Context: an optimization exercise on an open-source flow, tuned for small area, a short achievable clock period and few clock cycles per item. The choices shown serve that exercise and are no tape-out recipe. At most, simulation tests tie the RTL to the original design; equivalence was not proved.

==> job 9137: inputs <==
Design swept_box_collision_response_unit, start of the top module:
module swept_box_collision_response_unit (
    input  wire         clk,
    input  wire         rst_n,
    input  wire         psel,
    input  wire         penable,
    input  wire         pwrite,
    input  wire  [2:0]  paddr,
    input  wire  [31:0] pwdata,
    output logic [31:0] prdata,
    output logic        pready,
    input  wire         in_valid,
    output logic        in_ready,
    input  wire  signed [23:0] own_left,
    input  wire  signed [23:0] own_top,
    input  wire  [22:0] own_width,
    input  wire  [22:0] own_height,
    input  wire  signed [23:0] own_speed_x,
    input  wire  signed [23:0] own_speed_y,
    input  wire  signed [23:0] other_left,
    input  wire  signed [23:0] other_top,
    input  wire  [22:0] other_width,
    input  wire  [22:0] other_height,
    input  wire  signed [23:0] other_speed_x,
    input  wire  signed [23:0] other_speed_y,
    output logic        out_valid,
    input  wire         out_ready,
    output logic signed [23:0] new_left,
    output logic signed [23:0] new_top,
    output logic        overlapped,
    output logic [3:0]  contact_flags
);
clock: 10.0 ns
lec_check: 0
cap_margin: 20
core_margin: 2
core_utilization: 60
cts_buf_list: sky130_fd_sc_hd__clkbuf_8
cts_cluster_diameter: 80
cts_cluster_size: 14
slew_margin: 20
standard.sh (not shown) runs the stock make flow with config.mk's settings and CLKGATE_MAP_FILE= SYNTH_SCRIPT=/design/flow/synth_recipe.tcl, a recipe that flattens the netlist after the stock synthesis.
==> flow/flow/run.sh <==
#!/bin/bash
# Standard layout (the standard.sh: standard synthesis, ORFS flow, same
# config) with these ORFS settings added on make's command line:
#   SETUP_SLACK_MARGIN (flow/margin.txt): the slack, at the design's clock
#     period, that ORFS's repair_timing aims for;
#   flow/extra.txt: further make variables (sizing freedom, port buffer cell).
# All of make's output goes to standard_margin.log; ORFS keeps each step's
# own log under orfs/logs.
set -euo pipefail
MARGIN=$(cat flow/margin.txt)
EXTRA=$(cat flow/extra.txt)
sed -e "s|CLKGATE_MAP_FILE= |CLKGATE_MAP_FILE= SETUP_SLACK_MARGIN=${MARGIN} ${EXTRA} |" standard.sh > standard_margin.sh
bash standard_margin.sh > standard_margin.log 2>&1
==> flow/flow/extra.txt <==
'BUFFER_PORTS_ARGS=-buffer_cell sky130_fd_sc_hd__buf_4'
==> flow/flow/margin.txt <==
5.4
==> inputs of job 5338, as changes to job 9137 <==
--- a/flow/design.v
+++ b/flow/design.v
@@ -1260,27 +1260,28 @@
     end
     assign prdata = paddr[2] ? 32'd0 : {8'd0, tick_reg};
     logic en;        
     logic sk_v;      
     assign en       = !sk_v;
     assign in_ready = en;
-    logic        e1_cx_n, e1_cy_n;
+    logic        e1_cx_n, e1_cy_n, e1_hit_n;
     logic [22:0] e1_ux_n, e1_vx_n, e1_uy_n, e1_vy_n;
-    logic        e1_lx_n, e1_ly_n;
+    logic [1:0]  e1_fx_n, e1_fy_n;
     logic signed [24:0] dvx_p, dvx_m, dvy_p, dvy_m;
     logic        hx, hy;
     sbc_axis u_ax (.ol(own_left), .ow(own_width), .xl(other_left), .xw(other_width),
-                   .u(e1_ux_n), .v(e1_vx_n), .c(e1_cx_n), .h(hx), .le(e1_lx_n));
+                   .u(e1_ux_n), .v(e1_vx_n), .c(e1_cx_n), .h(hx), .f(e1_fx_n));
     sbc_axis u_ay (.ol(own_top), .ow(own_height), .xl(other_top), .xw(other_height),
-                   .u(e1_uy_n), .v(e1_vy_n), .c(e1_cy_n), .h(hy), .le(e1_ly_n));
+                   .u(e1_uy_n), .v(e1_vy_n), .c(e1_cy_n), .h(hy), .f(e1_fy_n));
     always_comb
     begin
         dvx_p = 25'(own_speed_x) - 25'(other_speed_x);
         dvx_m = 25'(other_speed_x) - 25'(own_speed_x);
         dvy_p = 25'(own_speed_y) - 25'(other_speed_y);
         dvy_m = 25'(other_speed_y) - 25'(own_speed_y);
+        e1_hit_n = hx && hy;
     end
     logic        e1_v;
     logic [22:0] e1_ux, e1_vx, e1_uy, e1_vy;
     logic        e1_cx, e1_cy;
     always_ff @(posedge clk or negedge rst_n)
     begin
@@ -1300,13 +1301,12 @@
     logic        tlt  [0:12];        
     logic        mlt  [0:12];        
     logic [23:0] mq   [0:12];        
     logic        sgx  [0:12];
     logic        sgy  [0:12];
     logic        hit0;               
-    logic        e1_hx, e1_hy, e1_lx, e1_ly;
     logic [3:0]  fl   [0:12];        
     logic [23:0] ol   [0:12];
     logic [23:0] ot   [0:12];
     always_ff @(posedge clk)
     begin
         if (en)
@@ -1318,23 +1318,19 @@
             e1_cx  <= e1_cx_n;
             e1_cy  <= e1_cy_n;
             ax[0]  <= dvx_p[24] ? dvx_m[23:0] : dvx_p[23:0];
             ay[0]  <= dvy_p[24] ? dvy_m[23:0] : dvy_p[23:0];
             sgx[0] <= dvx_p[24];
             sgy[0] <= dvy_p[24];
-            e1_hx  <= hx;
-            e1_hy  <= hy;
-            e1_lx  <= e1_lx_n;
-            e1_ly  <= e1_ly_n;
+            hit0   <= e1_hit_n;
+            fl[0]  <= {e1_fx_n, e1_fy_n};
             ol[0]  <= own_left;
             ot[0]  <= own_top;
         end
     end
     assign dv_v[0] = e1_v;
-    assign hit0    = e1_hx && e1_hy;
-    assign fl[0]   = {!e1_lx && !e1_cx, e1_lx, !e1_ly && !e1_cy, e1_ly};
     assign rx[0]   = {1'b0, e1_cx ? e1_ux : e1_vx};
     assign ry[0]   = {1'b0, e1_cy ? e1_uy : e1_vy};
     assign xlt[0]  = 1'b0;
     assign ylt[0]  = 1'b0;
     assign tlt[0]  = 1'b0;
     assign mlt[0]  = 1'b0;
@@ -1366,16 +1362,16 @@
                     sty1 <= sty_n;
                 end
             end
         end
         else if (s == 2)
         begin : g_second
-            assign rx_i  = rx[1];
-            assign ry_i  = ry[1];
-            assign qbx_n = bx | {2{stx1}};
-            assign qby_n = by | {2{sty1}};
+            assign rx_i  = stx1 ? ax[1] : rx[1];
+            assign ry_i  = sty1 ? ay[1] : ry[1];
+            assign qbx_n = bx;
+            assign qby_n = by;
         end
         else
         begin : g_rest
             assign rx_i  = rx[s-1];
             assign ry_i  = ry[s-1];
             assign qbx_n = bx;
@@ -1404,14 +1400,14 @@
         if (s < 12)
         begin : g_regs
             always_ff @(posedge clk)
             begin
                 if (en)
                 begin
-                    rx[s]  <= (s == 2 && stx1) ? ax[1] : rx_n;
-                    ry[s]  <= (s == 2 && sty1) ? ay[1] : ry_n;
+                    rx[s]  <= rx_n;
+                    ry[s]  <= ry_n;
                     qbx[s] <= qbx_n;
                     qby[s] <= qby_n;
                     xlt[s] <= s > 1 ? xlt_n : 1'b0;
                     ylt[s] <= s > 1 ? ylt_n : 1'b0;
                     tlt[s] <= s > 1 ? tlt_n : 1'b0;
                     mlt[s] <= s > 1 ? mlt_n : 1'b0;
@@ -1568,13 +1564,13 @@
     input  wire  [23:0] xl,
     input  wire  [22:0] xw,
     output logic [22:0] u,
     output logic [22:0] v,
     output logic        c,
     output logic        h,
-    output logic        le
+    output logic [1:0]  f
 );
     logic [26:0] eo, ew, ex, exw, nx, no, nxw, m1, m2, m3;
     logic [26:0] s1, c1, s2, c2, s3, c3, a1, a2, b1, b2, e;
     logic        dneg, dle;
     always_comb
     begin
@@ -1602,13 +1598,13 @@
         dneg = $signed(ol) < $signed(xl);
         dle  = $signed(ol) <= $signed(xl);
         u    = dneg ? a1[22:0] : ow;
         v    = dneg ? xw : a2[22:0];
         c    = e[26];
         h    = (ow != 23'd0) && (xw != 23'd0) && !b1[26] && !b2[26];
-        le   = dle;
+        f    = {!dle && !c, dle};
     end
 endmodule
 module sbc_push (
     input  wire  [23:0] c,
     input  wire  [23:0] h,
     input  wire         ci,
- CORE_UTILIZATION: 60 -> 70
==> run notes <==
- # diodes: 21
- Largest net degree at the start of global routing: 186
- Placed Cells: 25.23k
- Drt via density: 6.079
- Status: no timing/DRC/antenna violations
- CTS Buf Count: 230
-- figures above: job 5338

==> run notes <==
- CTS Buf Count: 239
- Largest net degree at the start of global routing: 181
- # diodes: 16
- Placed Cells: 26.25k
- Drt via density: 5.770
- Status: no timing/DRC/antenna violations
-- figures above: job 9137

Testbench counts of job 5338, summed over its fixed seeds: cycles 9,728, items 9,600.
The RTL of job 9137 was laid out without a check of its function.


==> v30: inputs <==
swept_box_collision_response_unit, a different RTL version from the one above (not shown whole).
clock: 10.0 ns
lec_check: 0
cap_margin: 20
core_margin: 2
core_utilization: 60
cts_buf_list: sky130_fd_sc_hd__clkbuf_8
slew_margin: 20
==> flow/flow/run.sh <==
#!/bin/bash
# Standard layout (the standard.sh: standard synthesis, ORFS flow, same
# config) with a tighter setup repair target: SETUP_SLACK_MARGIN below is
# the slack, at the design's clock period, that ORFS's repair_timing aims for.
set -euo pipefail
MARGIN=$(cat flow/margin.txt)
sed -e "s|CLKGATE_MAP_FILE= |CLKGATE_MAP_FILE= SETUP_SLACK_MARGIN=${MARGIN} |" standard.sh > standard_margin.sh
bash standard_margin.sh > standard_margin.log 2>&1
Scripts as last shown in full above: flow/flow/margin.txt
==> v35: changes against v30 <==
--- a/flow/design.v
+++ b/flow/design.v
@@ -1184,14 +1184,14 @@
             tick_reg <= 24'd65536;
         else if (psel && penable && pwrite && !paddr[2])
             tick_reg <= pwdata[23:0];
     end
     assign prdata = paddr[2] ? 32'd0 : {8'd0, tick_reg};
     logic en;        
-    logic o_v;
-    assign en       = !o_v || out_ready;
+    logic sk_v;      
+    assign en       = !sk_v;
     assign in_ready = en;
     logic        e1_cx_n, e1_cy_n, e1_hit_n;
     logic [22:0] e1_ux_n, e1_vx_n, e1_uy_n, e1_vy_n;
     logic [1:0]  e1_fx_n, e1_fy_n;
     logic signed [24:0] dvx_p, dvx_m, dvy_p, dvy_m;
     logic        hx, hy;
@@ -1418,24 +1418,36 @@
             m2_ot  <= m1_ot;
         end
     end
     logic [23:0] nl_n, nt_n;
     sbc_push u_push_l (.c(m2_ol), .h(m2_hx), .ci(m2_nx), .sg(m2_sgx), .r(nl_n));
     sbc_push u_push_t (.c(m2_ot), .h(m2_hy), .ci(m2_ny), .sg(m2_sgy), .r(nt_n));
-    logic [52:0] o_d;
+    logic        o_v;
+    logic [52:0] o_d, sk_d, pd;
+    assign pd = {nl_n, nt_n, m2_hit, m2_fl};
     always_ff @(posedge clk or negedge rst_n)
     begin
         if (!rst_n)
-            o_v <= 1'b0;
-        else if (en)
-            o_v <= m2_v;
+        begin
+            o_v  <= 1'b0;
+            sk_v <= 1'b0;
+        end
+        else if (!o_v || out_ready)
+        begin
+            o_v  <= sk_v || m2_v;
+            sk_v <= 1'b0;
+        end
+        else if (!sk_v)
+            sk_v <= m2_v;
     end
     always_ff @(posedge clk)
     begin
-        if (en)
-            o_d <= {nl_n, nt_n, m2_hit, m2_fl};
+        if (!o_v || out_ready)
+            o_d <= sk_v ? sk_d : pd;
+        if (!sk_v)
+            sk_d <= pd;
     end
     assign out_valid     = o_v;
     assign new_left      = o_d[52:29];
     assign new_top       = o_d[28:5];
     assign overlapped    = o_d[4];
     assign contact_flags = o_d[3:0];
==> flow/flow/run.sh (replaced) <==
#!/bin/bash
# Standard layout (the standard.sh: standard synthesis, ORFS flow, same
# config) with these ORFS settings added on make's command line:
#   SETUP_SLACK_MARGIN (flow/margin.txt): the slack, at the design's clock
#     period, that ORFS's repair_timing aims for;
#   flow/extra.txt: further make variables (sizing freedom, port buffer cell).
# All of make's output goes to standard_margin.log; ORFS keeps each step's
# own log under orfs/logs.
set -euo pipefail
MARGIN=$(cat flow/margin.txt)
EXTRA=$(cat flow/extra.txt)
sed -e "s|CLKGATE_MAP_FILE= |CLKGATE_MAP_FILE= SETUP_SLACK_MARGIN=${MARGIN} ${EXTRA} |" standard.sh > standard_margin.sh
bash standard_margin.sh > standard_margin.log 2>&1
==> flow/flow/extra.txt (new file) <==
'BUFFER_PORTS_ARGS=-buffer_cell sky130_fd_sc_hd__buf_4'
==> v14: changes against v30 <==
CTS_BUF_LIST = unset   (was sky130_fd_sc_hd__clkbuf_8)
==> notes <==
v35 produced a clean layout. v30 completed with no timing, DRC or antenna violations. v14 went through all stages and came out clean. The lowest setup slack belongs to v14, the highest to v35. Global-route usage, highest first: v35, v14, v30. Hold slack: v30 > v35 > v14. Non-clock buffer count, lowest first: v35, v30, v14. Between v30 and v35, the lower routed wire length is in v30 (gap 4.1%, measured against v35). Core utilization: v35 < v30 < v14. In v14 the die area is smaller than in v35, by about 0.8%. Fmax: v30 is larger than v14 (3.1%). Between v35 and v30, the lower flip-flop and latch count is in v30 (gap 54).
Testbench counts of v30, summed over its fixed seeds: cycles 9,824, items 9,600.
Testbench counts of v14, summed over its fixed seeds: cycles 9,824, items 9,600.
Only the layout flow was run in v35; the RTL was not checked for function there.

[re-timing with driven ports]
Ports are ideal in the flow. The routed layouts listed here were re-timed in OpenROAD.
Step 1: set_driving_cell puts a clkbuf_16 on clk and a buf_2 on each other input, an assumption about the parent block.
Step 2 times the ports against the registers' clock, not the clock port: input delays grow and output delays shrink by t, the midpoint of the rising clock arrivals with the driver on.
a / b / c = no drivers / after step 1 / after step 2; a / b = the first two.
run | shift t [ns] | setup WS [ns] | worst hold slack (ns) | worst setup path at the end | cell pins on the clock port's net
job 9137 | 1.248 | 5.320 / 5.320 / 4.307 | 0.388 / 0.388 / 0.388 | input to register | 1
job 5338 | 1.264 | 5.256 / 5.256 / 4.212 | 0.335 / 0.335 / 0.335 | input to register | 1
v30 | 1.327 | 5.317 / 5.277 / 4.070 | 0.382 / 0.382 / 0.382 | input to register | 1
v35 | 1.324 | 5.322 / 5.380 / 4.056 | 0.379 / 0.379 / 0.379 | input to register | 1
v14 | 1.115 | 5.173 / 5.227 / 4.112 | 0.362 / 0.362 / 0.362 | input to register | 1
After both steps every run listed still meets setup and hold. For v35, which loses most, drivers alone change the setup slack by +0.058 ns; drivers and shift together by -1.266 ns.
